This design comes from an exercise in tuning for small area, a short achievable clock period and few clock cycles on the open sky130 flow, not from production work.
The RTL was checked by simulation tests, not by an equivalence proof against the original design.
Power and IR drop assume default switching activity.

--- flow/config.mk ---
export PLATFORM = sky130hd
export DESIGN_NAME = neuron_pe
export DESIGN_NICKNAME = neuron_pe
export VERILOG_FILES = /design/flow/design.v
export SDC_FILE = /design/flow/constraint.sdc
export NUM_CORES = 4
export LEC_CHECK = 0
export CAP_MARGIN = 20
export CORE_MARGIN = 2
export CORE_UTILIZATION = 40
export SLEW_MARGIN = 20
--- flow/constraint.sdc ---
create_clock -name core_clock -period 6.0 [get_ports {clk}]
set_input_delay 1.2000 -clock core_clock [delete_from_list [all_inputs] [get_ports {clk}]]
set_output_delay 1.2000 -clock core_clock [all_outputs]
set_load 0.01 [all_outputs]
--- flow/design.v ---
package neuron_pkg;
    localparam logic [1:0] ACT_LINEAR = 2'd0;
    localparam logic [1:0] ACT_RELU   = 2'd1;
    localparam logic [1:0] ACT_STEP   = 2'd2;
    localparam logic [1:0] ST_IDLE  = 2'd0;
    localparam logic [1:0] ST_ACCUM = 2'd1;
    localparam logic [1:0] ST_DRAIN = 2'd2;
    localparam logic [1:0] ST_OUT   = 2'd3;
    function automatic logic signed [63:0] act_sat(
        input logic signed [63:0] acc,
        input logic [7:0]         shift,
        input logic [1:0]         mode,
        input int unsigned        dw
    );
        logic signed [63:0] r;
        logic signed [63:0] max_v;
        logic signed [63:0] min_v;
        r = acc >>> shift;
        if (mode == ACT_RELU && r < 64'sd0) begin
            r = 64'sd0;
        end else if (mode == ACT_STEP) begin
            r = (r > 64'sd0) ? 64'sd1 : 64'sd0;
        end
        max_v = (64'sd1 <<< (dw - 1)) - 64'sd1;
        min_v = -max_v - 64'sd1;
        if (r > max_v) begin
            r = max_v;
        end else if (r < min_v) begin
            r = min_v;
        end
        act_sat = r;
    endfunction
endpackage
module neuron_lane #(
    parameter int DW   = 8,
    parameter int WW   = 8,
    parameter int ACCW = 24,
    parameter int SHW  = 4
) (
    input  logic                   clk,
    input  logic                   rst,
    input  logic                   load,
    input  logic signed [ACCW-1:0] bias,
    input  logic                   beat,
    input  logic signed [DW-1:0]   in_data,
    input  logic signed [WW-1:0]   weight,
    input  logic                   capture,
    input  logic [SHW-1:0]         shift,
    input  logic [1:0]             act_mode,
    output logic [DW-1:0]          out_data
);
    logic signed [DW+WW-1:0] prod_reg;
    logic                    prod_valid_reg;
    logic signed [ACCW-1:0]  acc_reg;
    logic [DW-1:0]           out_reg;
    always_ff @(posedge clk) begin
        if (rst) begin
            prod_reg       <= '0;
            prod_valid_reg <= 1'b0;
            acc_reg        <= '0;
            out_reg        <= '0;
        end else begin
            prod_valid_reg <= beat;
            if (beat) begin
                prod_reg <= in_data * weight;
            end
            if (load) begin
                acc_reg <= bias;
            end else if (prod_valid_reg) begin
                acc_reg <= acc_reg + ACCW'(prod_reg);
            end
            if (capture) begin
                out_reg <= DW'(neuron_pkg::act_sat(64'(acc_reg), 8'(shift), act_mode, DW));
            end
        end
    end
    assign out_data = out_reg;
endmodule
module neuron_pe #(
    parameter int DW    = 8,
    parameter int WW    = 8,
    parameter int LANES = 8,
    parameter int ACCW  = 24,
    parameter int NW    = 16,
    parameter int SHW   = 4
) (
    input  logic                    clk,
    input  logic                    rst,
    input  logic                    start,
    input  logic [NW-1:0]           n_len,
    input  logic [SHW-1:0]          shift,
    input  logic [1:0]              act_mode,
    input  logic [LANES*ACCW-1:0]   bias,
    input  logic                    in_valid,
    output logic                    in_ready,
    input  logic [DW-1:0]           in_data,
    input  logic [LANES*WW-1:0]     weight,
    output logic                    out_valid,
    input  logic                    out_ready,
    output logic [LANES*DW-1:0]     out_data,
    output logic                    busy
);
    logic [1:0]     state_reg;
    logic [1:0]     state_next;
    logic [NW-1:0]  cnt_reg;
    logic [NW-1:0]  len_reg;
    logic [SHW-1:0] shift_reg;
    logic [1:0]     mode_reg;
    logic           drain_reg;
    logic accept_start;
    logic beat;
    logic last_beat;
    logic capture;
    assign accept_start = (state_reg == neuron_pkg::ST_IDLE) && start;
    assign beat         = (state_reg == neuron_pkg::ST_ACCUM) && in_valid;
    assign last_beat    = beat && (({1'b0, cnt_reg} + (NW+1)'(1)) == {1'b0, len_reg});
    assign capture      = (state_reg == neuron_pkg::ST_DRAIN) && drain_reg;
    assign in_ready  = (state_reg == neuron_pkg::ST_ACCUM);
    assign out_valid = (state_reg == neuron_pkg::ST_OUT);
    assign busy      = (state_reg != neuron_pkg::ST_IDLE);
    always_comb begin
        state_next = state_reg;
        case (state_reg)
            neuron_pkg::ST_IDLE:  if (start)     state_next = (n_len == '0) ? neuron_pkg::ST_DRAIN : neuron_pkg::ST_ACCUM;
            neuron_pkg::ST_ACCUM: if (last_beat) state_next = neuron_pkg::ST_DRAIN;
            neuron_pkg::ST_DRAIN: if (drain_reg) state_next = neuron_pkg::ST_OUT;
            neuron_pkg::ST_OUT:   if (out_ready) state_next = neuron_pkg::ST_IDLE;
            default:                 state_next = neuron_pkg::ST_IDLE;
        endcase
    end
    always_ff @(posedge clk) begin
        if (rst) begin
            state_reg <= neuron_pkg::ST_IDLE;
            cnt_reg   <= '0;
            len_reg   <= '0;
            shift_reg <= '0;
            mode_reg  <= '0;
            drain_reg <= 1'b0;
        end else begin
            state_reg <= state_next;
            if (accept_start) begin
                len_reg   <= n_len;
                shift_reg <= shift;
                mode_reg  <= act_mode;
                cnt_reg   <= '0;
                drain_reg <= 1'b0;
            end else begin
                if (beat) begin
                    cnt_reg <= cnt_reg + NW'(1);
                end
                if (state_reg == neuron_pkg::ST_DRAIN) begin
                    drain_reg <= ~drain_reg;
                end
            end
        end
    end
    generate
        for (genvar gi = 0; gi < LANES; gi++) begin : g_lane
            neuron_lane #(
                .DW   (DW),
                .WW   (WW),
                .ACCW (ACCW),
                .SHW  (SHW)
            ) u_lane (
                .clk      (clk),
                .rst      (rst),
                .load     (accept_start),
                .bias     (bias[gi*ACCW +: ACCW]),
                .beat     (beat),
                .in_data  (in_data),
                .weight   (weight[gi*WW +: WW]),
                .capture  (capture),
                .shift    (shift_reg),
                .act_mode (mode_reg),
                .out_data (out_data[gi*DW +: DW])
            );
        end
    endgenerate
endmodule
--- flow/run.sh ---
#!/bin/bash
# synth_recipe.tcl (not shown) runs the flow's synth.tcl, then flattens the netlist and writes it again
# the make line also repeats each setting of config.mk as NAME=value (left out here)
make -C /OpenROAD-flow-scripts/flow DESIGN_CONFIG=/design/flow/config.mk WORK_HOME=/design/flow/orfs CLKGATE_MAP_FILE= SYNTH_SCRIPT=/design/flow/synth_recipe.tcl finish
==> summary.txt <==
==> final cells by class <==
class | count | area share
clock buffer | 74 | 0.0242
tap | 1781 | 0.0355
inverter | 756 | 0.0454
multi-input combinational | 5136 | 0.660
antenna | 6 | 0.000239
clock inverter | 23 | 0.00467
sequential | 426 | 0.136
timing repair buffer | 634 | 0.0941
==> metal layers <==
layer / up-vias / track usage
met4: 16 / 0.0480
met5: - / 0
met1: 23700 / 0.393
met3: 179 / 0.0519
met2: 1525 / 0.360
li1: 23500 / -
==> power breakdown <==
part           switching (W)  internal (W)
registers            0.00119       0.00346
clock network        0.00143       0.00198
logic                0.00815       0.00641
==> path summary, 6_finish.rpt <==
| check | start | endpoint | slack [ps] | depth (start not counted) |
|---|---|---|---|---|
| min reg2reg | g_lane[3].u_lane.out_reg[7] | g_lane[3].u_lane.out_reg[7] | 460 | 2 |
| max reg2reg | shift_reg[1] | g_lane[5].u_lane.out_reg[7] | 1950 | 10 |
| min | g_lane[3].u_lane.out_reg[7] | g_lane[3].u_lane.out_reg[7] | 460 | 2 |
| max | weight[19] | g_lane[2].u_lane.prod_reg[14] | 360 | 18 |
==> layout by cell type (no fill, tap or decap), types with 22 or more instances in the layout <==
cell,n
sky130_fd_sc_hd__nand4_1,34
sky130_fd_sc_hd__mux2i_1,178
sky130_fd_sc_hd__o21bai_1,25
sky130_fd_sc_hd__buf_12,22
sky130_fd_sc_hd__nand2_1,775
sky130_fd_sc_hd__dfxtp_1,421
sky130_fd_sc_hd__buf_4,255
sky130_fd_sc_hd__mux4_2,80
sky130_fd_sc_hd__a21oi_1,570
sky130_fd_sc_hd__nand3_1,106
sky130_fd_sc_hd__clkbuf_16,53
sky130_fd_sc_hd__a21o_1,79
sky130_fd_sc_hd__o21a_1,25
sky130_fd_sc_hd__a31oi_1,38
sky130_fd_sc_hd__fa_1,448
sky130_fd_sc_hd__and3_1,29
sky130_fd_sc_hd__xnor2_1,185
sky130_fd_sc_hd__clkdlybuf4s50_1,344
sky130_fd_sc_hd__nor2_1,440
sky130_fd_sc_hd__ha_1,422
sky130_fd_sc_hd__or3_1,39
sky130_fd_sc_hd__a21boi_0,29
sky130_fd_sc_hd__mux2_2,36
sky130_fd_sc_hd__o21ai_0,375
sky130_fd_sc_hd__a211oi_1,163
sky130_fd_sc_hd__nand2b_1,62
sky130_fd_sc_hd__xor2_1,70
sky130_fd_sc_hd__nor3_1,87
sky130_fd_sc_hd__nor2b_1,77
sky130_fd_sc_hd__inv_1,750
sky130_fd_sc_hd__and2_1,329
sky130_fd_sc_hd__mux4_1,41
sky130_fd_sc_hd__o211ai_1,43
==> stage by stage <==
stage	hold WS, ps	instance area [µm²]	TNS [ps]
floorplan	436	54700	0
CTS	456	62700	0
global placement	448	60900	-1710
global route	476	62700	0
finish	457	62700	0
detailed placement	447	60900	-3420
==> worst max-delay path, cell delays in order <==
cell	delay (ps)
sky130_fd_sc_hd__clkdlybuf4s50_1	610
sky130_fd_sc_hd__and2_1	290
sky130_fd_sc_hd__fa_1	450
sky130_fd_sc_hd__fa_1	500
sky130_fd_sc_hd__ha_1	300
sky130_fd_sc_hd__inv_1	50
sky130_fd_sc_hd__fa_1	530
sky130_fd_sc_hd__fa_1	470
sky130_fd_sc_hd__nor2b_1	160
sky130_fd_sc_hd__o21ai_0	110
sky130_fd_sc_hd__a21boi_0	250
sky130_fd_sc_hd__o21ai_0	140
sky130_fd_sc_hd__a21boi_0	240
sky130_fd_sc_hd__o21ai_0	130
sky130_fd_sc_hd__a21oi_1	180
sky130_fd_sc_hd__o21ai_0	110
sky130_fd_sc_hd__or4_1	400
sky130_fd_sc_hd__nand3_1	90
==> cells by family (layout without fill, tap and decap cells) <==
kind of cell | after synthesis | after routing | share of synthesized area
DFF | 426 | 426 | 0.156
adders and majority gates | 870 | 870 | 0.260
other | 0 | 6 | 0
AOI/OAI and AO/OA | 1563 | 1563 | 0.176
and+or+nand+nor | 2113 | 2113 | 0.186
buffers and inverters | 1123 | 1487 | 0.0885
muxes | 335 | 335 | 0.0926
xor gates and xnor gates | 255 | 255 | 0.0408
==> repair_timing <==
item,CTS,global route
hold buffers,0,0
hold endpoints to repair,0,0
resized for setup,0,5
endpoints found under the setup margin,0,4
==> results_dict.tcl <==
set metrics [dict create \
    max_freq_mhz 177 \
    worst_slack_ps 362 \
    dpl.cell_count 8733 \
    synth_enable_flop_cells 0 \
    synthesis.nets 7846 \
    worst_clock_skew_ps 29.5 \
    htree_levels 2 \
    fp.dieW_um 374 \
    yosys_most_used_dff "sky130_fd_sc_hd__dfxtp_1" \
    max_cap_violations 0 \
    gr-total-overflow 0 \
    nets 8167 \
    vias_per_cell 5.54 \
    cts.path.max_buffers 3 \
    route.detailed.wl_per_inst_um 20.5 \
    cells_after_synth 6685 \
    drt_iter0_markers 4101 \
    timing.slew.headroom 0.275 \
    dp_worst_setup_slack_ps -267 \
    met3WireLength_um 14500 \
    cp.required_ps 6580 \
    first_global_vias 46800 \
    dieArea_um2 140000 \
    timing_worst_slew_pin_value_ps 1080 \
    totalWireLength_um 182000 \
    dieHeight_um 374 \
    grt_max_degree 175 \
    grt_setup_unrepaired "false" \
    clock_pin_slew_on_the_worst_setup_and_hold_paths_ps 60 \
    share_of_flip_flops_with_an_asynchronous_set_or_reset_after_synthesis 0 \
    synthDominantAreaCellType "sky130_fd_sc_hd__fa_1" \
    post-route-period-util 0.940 \
    topRoutingLayerUsed "met5" \
    postLayoutCoreUtil 0.462 \
    slew_viol_final 0 \
    tritoncts "yes" \
    global_route.usage.total 0.254 \
    critical_path_peak_fanout 8 \
    multi_input_comb_area_um2 41400 \
    power-per-cell-area_nw_per_um2 361 \
    power.static_leakage_nw 27.3 \
    totalPowerFinal_w 0.0226 \
    syn_area_um2 54700 \
    fp-row-count 135 \
    setup_viol_count_final 0 \
    globalplace.congestion 0.934 \
    route.detailed.drc 0 \
    hpwl_um 144000 \
    peakVddDrop_v 0.000225 \
    root_buffer "sky130_fd_sc_hd__clkbuf_16" \
    layout-drive-gt1-share 0.0807 \
    ant_nets 0 \
    cts_post_setup_buffers_inserted 0 \
    synthDominantCellAreaShare 0.164 \
    synthTopCellsByArea "sky130_fd_sc_hd__fa_1 (16%), sky130_fd_sc_hd__dfxtp_1 (16%), sky130_fd_sc_hd__ha_1 (9.6%)" \
    grt_first_pass_wirelength_um 281000 \
    synth-seq-cells 426 \
    number_of_flip_flops_in_the_largest_register 192 \
    regArea_um2 8550 \
    finish.cell_count_without_fillers 8836 \
    netlist_top_cells_count "sky130_fd_sc_hd__nand2_1 (777), sky130_fd_sc_hd__inv_1 (752), sky130_fd_sc_hd__a21oi_1 (570), sky130_fd_sc_hd__fa_1 (448), sky130_fd_sc_hd__nor2_1 (441)" \
    start_kind "input port" \
    io_buffers 357 \
    synthesis.area_per_instance_um2 8.19 \
    synth_seq_area_share 0.156 \
    final_hold_viol_count 0 \
    antenna_found_initial 21 \
    setup.worst_path.end_class "register" \
    num-fill-cells 13400 \
    result_of_the_run "timing/DRC/antenna clean" \
    period_minus_slack_ps 5640 \
    hold_path.class "reg -> reg" \
    worst-setup-path-type "in -> reg" \
    route.vias.total 49000 \
    yosys.cell_count.top_type "sky130_fd_sc_hd__nand2_1" \
    ys_types 106 \
    clock-sinks 426 \
    routedLengthMet1_um 90500 \
    cts_inserted_buffers 52 \
    clk-insertion-delay-late_ps 650 \
    layout-area-overhead-vs-synth_pct 14.6 \
    routed-wl-met2_um 72900 \
    coreArea_um2 136000 \
    first_drt_pass_iteration_count 5 \
    ioPinCount 358 \
    initial_utilization 0.403 \
    synthesis.yosys.warnings 2 \
    cp_data_arrival_time_ps 6220 \
]
Testbench counts, summed over its fixed seeds: cycles 10,187.

## afterwards: timing with drivers on the ports
In the flow no input, the clock included, has a driving cell. The finished layout below was timed again as built, in two steps. Step 1 (the two cells are an assumption about what drives the block):
set clk [get_ports {clk}]
set_driving_cell -lib_cell sky130_fd_sc_hd__clkbuf_16 $clk
set_driving_cell -lib_cell sky130_fd_sc_hd__buf_2 [delete_from_list [all_inputs] $clk]
Step 2 moves the port delays by t, midway between the first and last clock arrival at a register: inputs arrive t later, outputs are due t later. That takes back most of the time a late clock gives input paths. a / b / c = no drivers / after step 1 / after step 2; a / b = the first two.
t (ns): 0.708
setup slack, ns: 0.362 / 0.413 / -0.296
worst hold slack (ns): 0.457 / 0.457 / 0.457
latest minus earliest clock arrival (ns): 0.031 / 0.031
worst register clock-pin slew, ns: 0.07 / 0.07
Met with ideal ports but missed after step 2: setup timing in this run. For this run, drivers alone change the setup slack by +0.051 ns; drivers and shift together by -0.658 ns.
